This design comes from an exercise in tuning for small area and a short achievable clock period on the open sky130 flow, not from production work.
The RTL was checked by simulation tests, not by an equivalence proof against the original design.
Power figures rest on the tool's default switching activity, not on a simulated workload.

## comparator_512bit
module comparator_512bit (
    input  logic                   clk,
    input  logic                   reset,
    input  logic                   in_valid,
    input  cmp_pkg::operand_pair_t operands,
    output logic                   result_valid,
    output cmp_pkg::cmp_result_u   result
);
For scale: roughly 2600 cells after synthesis, about 49 flip-flops, ~1000 I/O pins.
==> flow/config.mk <==
export PLATFORM = sky130hd
export DESIGN_NAME = comparator_512bit
export DESIGN_NICKNAME = comparator_512bit
export VERILOG_FILES = /design/flow/design.v
export SDC_FILE = /design/flow/constraint.sdc
export NUM_CORES = 4
export LEC_CHECK = 0
export CAP_MARGIN = 20
export CORE_AREA = 4 4 306 306
export DIE_AREA = 0 0 310 310
export SETUP_SLACK_MARGIN = 1.2
export SLEW_MARGIN = 20
export SYNTH_HIERARCHICAL = 1
==> flow/constraint.sdc <==
create_clock -name core_clock -period 2.8 [get_ports {clk}]
set_input_delay 0.5600 -clock core_clock [delete_from_list [all_inputs] [get_ports {clk}]]
set_output_delay 0.5600 -clock core_clock [all_outputs]
set_load 0.01 [all_outputs]
standard.sh (not shown) runs the stock make flow with config.mk's settings and CLKGATE_MAP_FILE= SYNTH_SCRIPT=/design/flow/synth_recipe.tcl, a recipe that flattens the netlist after the stock synthesis.
==> flow/flow/run.sh <==
#!/bin/bash
# Standard layout, with these changes: the port buffers are the smallest buffer, except that
# the output ports get a stronger buffer and stronger registers after global placement, the
# combinational cells start at their smallest size before floorplanning, and the operand
# pins are placed in runs of positions along the die edge.
set -uo pipefail
HERE=$(pwd)
export BUFFER_PORTS_ARGS="-buffer_cell sky130_fd_sc_hd__buf_1"
export POST_GLOBAL_PLACE_TCL="$HERE/flow/outbuf.tcl"
export PRE_FLOORPLAN_TCL="$HERE/flow/downsize.tcl"
export PRE_IO_PLACEMENT_TCL="$HERE/flow/io.tcl"
bash standard.sh > "$HERE/standard.log" 2>&1
==> flow/flow/outbuf.tcl <==
# The output ports are due early in the cycle: give their port buffers and the registers
# that drive them a stronger drive (same cells, larger size; placement legalizes after).
set db [ord::get_db]
set block [ord::get_db_block]
set ff2 [$db findMaster sky130_fd_sc_hd__dfxtp_2]
set buf2 [$db findMaster sky130_fd_sc_hd__buf_2]
foreach bt [$block getBTerms] {
  if {[$bt getIoType] ne "OUTPUT"} { continue }
  set buf ""
  foreach it [[$bt getNet] getITerms] {
    if {[$it isOutputSignal]} { set buf [$it getInst] }
  }
  if {$buf eq ""} { continue }
  if {[[$buf getMaster] getName] eq "sky130_fd_sc_hd__buf_1"} {
    $buf swapMaster $buf2
    puts "outbuf: [$buf getName] set to buf_2"
  }
  foreach it [$buf getITerms] {
    if {![$it isInputSignal]} { continue }
    foreach d [[$it getNet] getITerms] {
      if {![$d isOutputSignal]} { continue }
      set ff [$d getInst]
      if {[[$ff getMaster] getName] eq "sky130_fd_sc_hd__dfxtp_1"} {
        $ff swapMaster $ff2
        puts "outbuf: [$ff getName] set to dfxtp_2"
      }
    }
  }
}
Other scripts of this flow, unchanged in this note and not shown: flow/flow/downsize.tcl, flow/flow/io.tcl
Change:
--- a/flow/flow/outbuf.tcl
+++ b/flow/flow/outbuf.tcl
@@ -3,6 +3,6 @@
 set db [ord::get_db]
 set block [ord::get_db_block]
-set ff2 [$db findMaster sky130_fd_sc_hd__dfxtp_2]
-set buf2 [$db findMaster sky130_fd_sc_hd__buf_2]
+set ff4 [$db findMaster sky130_fd_sc_hd__dfxtp_4]
+set buf4 [$db findMaster sky130_fd_sc_hd__buf_4]
 foreach bt [$block getBTerms] {
   if {[$bt getIoType] ne "OUTPUT"} { continue }
@@ -13,6 +13,6 @@
   if {$buf eq ""} { continue }
   if {[[$buf getMaster] getName] eq "sky130_fd_sc_hd__buf_1"} {
-    $buf swapMaster $buf2
-    puts "outbuf: [$buf getName] set to buf_2"
+    $buf swapMaster $buf4
+    puts "outbuf: [$buf getName] set to buf_4"
   }
   foreach it [$buf getITerms] {
@@ -22,6 +22,6 @@
       set ff [$d getInst]
       if {[[$ff getMaster] getName] eq "sky130_fd_sc_hd__dfxtp_1"} {
-        $ff swapMaster $ff2
-        puts "outbuf: [$ff getName] set to dfxtp_2"
+        $ff swapMaster $ff4
+        puts "outbuf: [$ff getName] set to dfxtp_4"
       }
     }
Settings changed: CORE_AREA 4 4 306 306 to 4 4 316 316, CTS_CLUSTER_DIAMETER from default to 400, CTS_CLUSTER_SIZE from default to 50, DIE_AREA 0 0 310 310 to 0 0 320 320.
=> The new run finished clean. Total power hardly moves. Die area grows by a few percent. Fmax rose by a few percent. Final area climbs slightly. Count of clock-buffer cells in the layout is unchanged. Synthesized area is unchanged. Final cell count rises by a few percent. Combinational power stays flat. Routed wire length is lower slightly. Worst hold slack stays flat.
Change:
--- a/flow/flow/outbuf.tcl
+++ b/flow/flow/outbuf.tcl
@@ -3,6 +3,6 @@
 set db [ord::get_db]
 set block [ord::get_db_block]
-set ff4 [$db findMaster sky130_fd_sc_hd__dfxtp_4]
-set buf4 [$db findMaster sky130_fd_sc_hd__buf_4]
+set ff2 [$db findMaster sky130_fd_sc_hd__dfxtp_2]
+set buf2 [$db findMaster sky130_fd_sc_hd__buf_2]
 foreach bt [$block getBTerms] {
   if {[$bt getIoType] ne "OUTPUT"} { continue }
@@ -13,6 +13,6 @@
   if {$buf eq ""} { continue }
   if {[[$buf getMaster] getName] eq "sky130_fd_sc_hd__buf_1"} {
-    $buf swapMaster $buf4
-    puts "outbuf: [$buf getName] set to buf_4"
+    $buf swapMaster $buf2
+    puts "outbuf: [$buf getName] set to buf_2"
   }
   foreach it [$buf getITerms] {
@@ -22,6 +22,6 @@
       set ff [$d getInst]
       if {[[$ff getMaster] getName] eq "sky130_fd_sc_hd__dfxtp_1"} {
-        $ff swapMaster $ff4
-        puts "outbuf: [$ff getName] set to dfxtp_4"
+        $ff swapMaster $ff2
+        puts "outbuf: [$ff getName] set to dfxtp_2"
       }
     }
Settings changed: CTS_CLUSTER_DIAMETER 400 to default, CTS_CLUSTER_SIZE 50 to default.
Outcome: The changed run finished clean. Worst hold slack barely changes. Sequential power hardly moves. Power barely changes. Via count hardly moves. Area after synthesis is unchanged. Non-clock buffer count does not change.
Change:
--- a/flow/flow/run.sh
+++ b/flow/flow/run.sh
@@ -10,3 +10,4 @@
 export PRE_FLOORPLAN_TCL="$HERE/flow/downsize.tcl"
 export PRE_IO_PLACEMENT_TCL="$HERE/flow/io.tcl"
+export CTS_ARGS="-sink_clustering_enable -repair_clock_nets -dont_use_dummy_load"
 bash standard.sh > "$HERE/standard.log" 2>&1
After rerunning:
- power falls by 1.2%
- area after synthesis stays the same
- final area hardly moves
- synthesized cell count is unchanged
- wire length hardly moves
- global-route usage is about the same
- sequential power barely changes
- final cell count stays flat

port drivers added, routing unchanged:
Ports are ideal in the flow. The routed layouts listed here were re-timed in OpenROAD.
Step 1 assumes that a clkbuf_16 drives the clock port and a buf_2 every other input.
Step 2 adds t to the input delays and takes it off the output delays; t is the mean of the earliest and latest rising clock arrival at the registers after step 1. Input paths then give back, and output paths get back, about the clock's delay inside the block.
Three values: ideal, step 1, step 2; two values: the first two.
| run | t (ns) | slack for setup (ns) | worst setup path after step 2 | clock arrival spread, ns | worst register clock-pin slew, ns |
|---|---|---|---|---|---|
| the first run | 0.374 | 1.388 / 1.338 / 1.143 | input to register | 0.010 / 0.010 | 0.09 / 0.09 |
| the second run | 0.382 | 1.424 / 1.372 / 1.169 | input to register | 0.008 / 0.009 | 0.09 / 0.09 |
| the third run | 0.382 | 1.451 / 1.400 / 1.154 | input to register | 0.009 / 0.009 | 0.09 / 0.09 |
| the fourth run | 0.376 | 1.451 / 1.400 / 1.157 | input to register | 0.011 / 0.011 | 0.08 / 0.08 |
After both steps setup and hold are still met in every run listed. The setup slack of the third run, which loses most, moves by -0.051 ns with the drivers and by -0.297 ns with both steps.
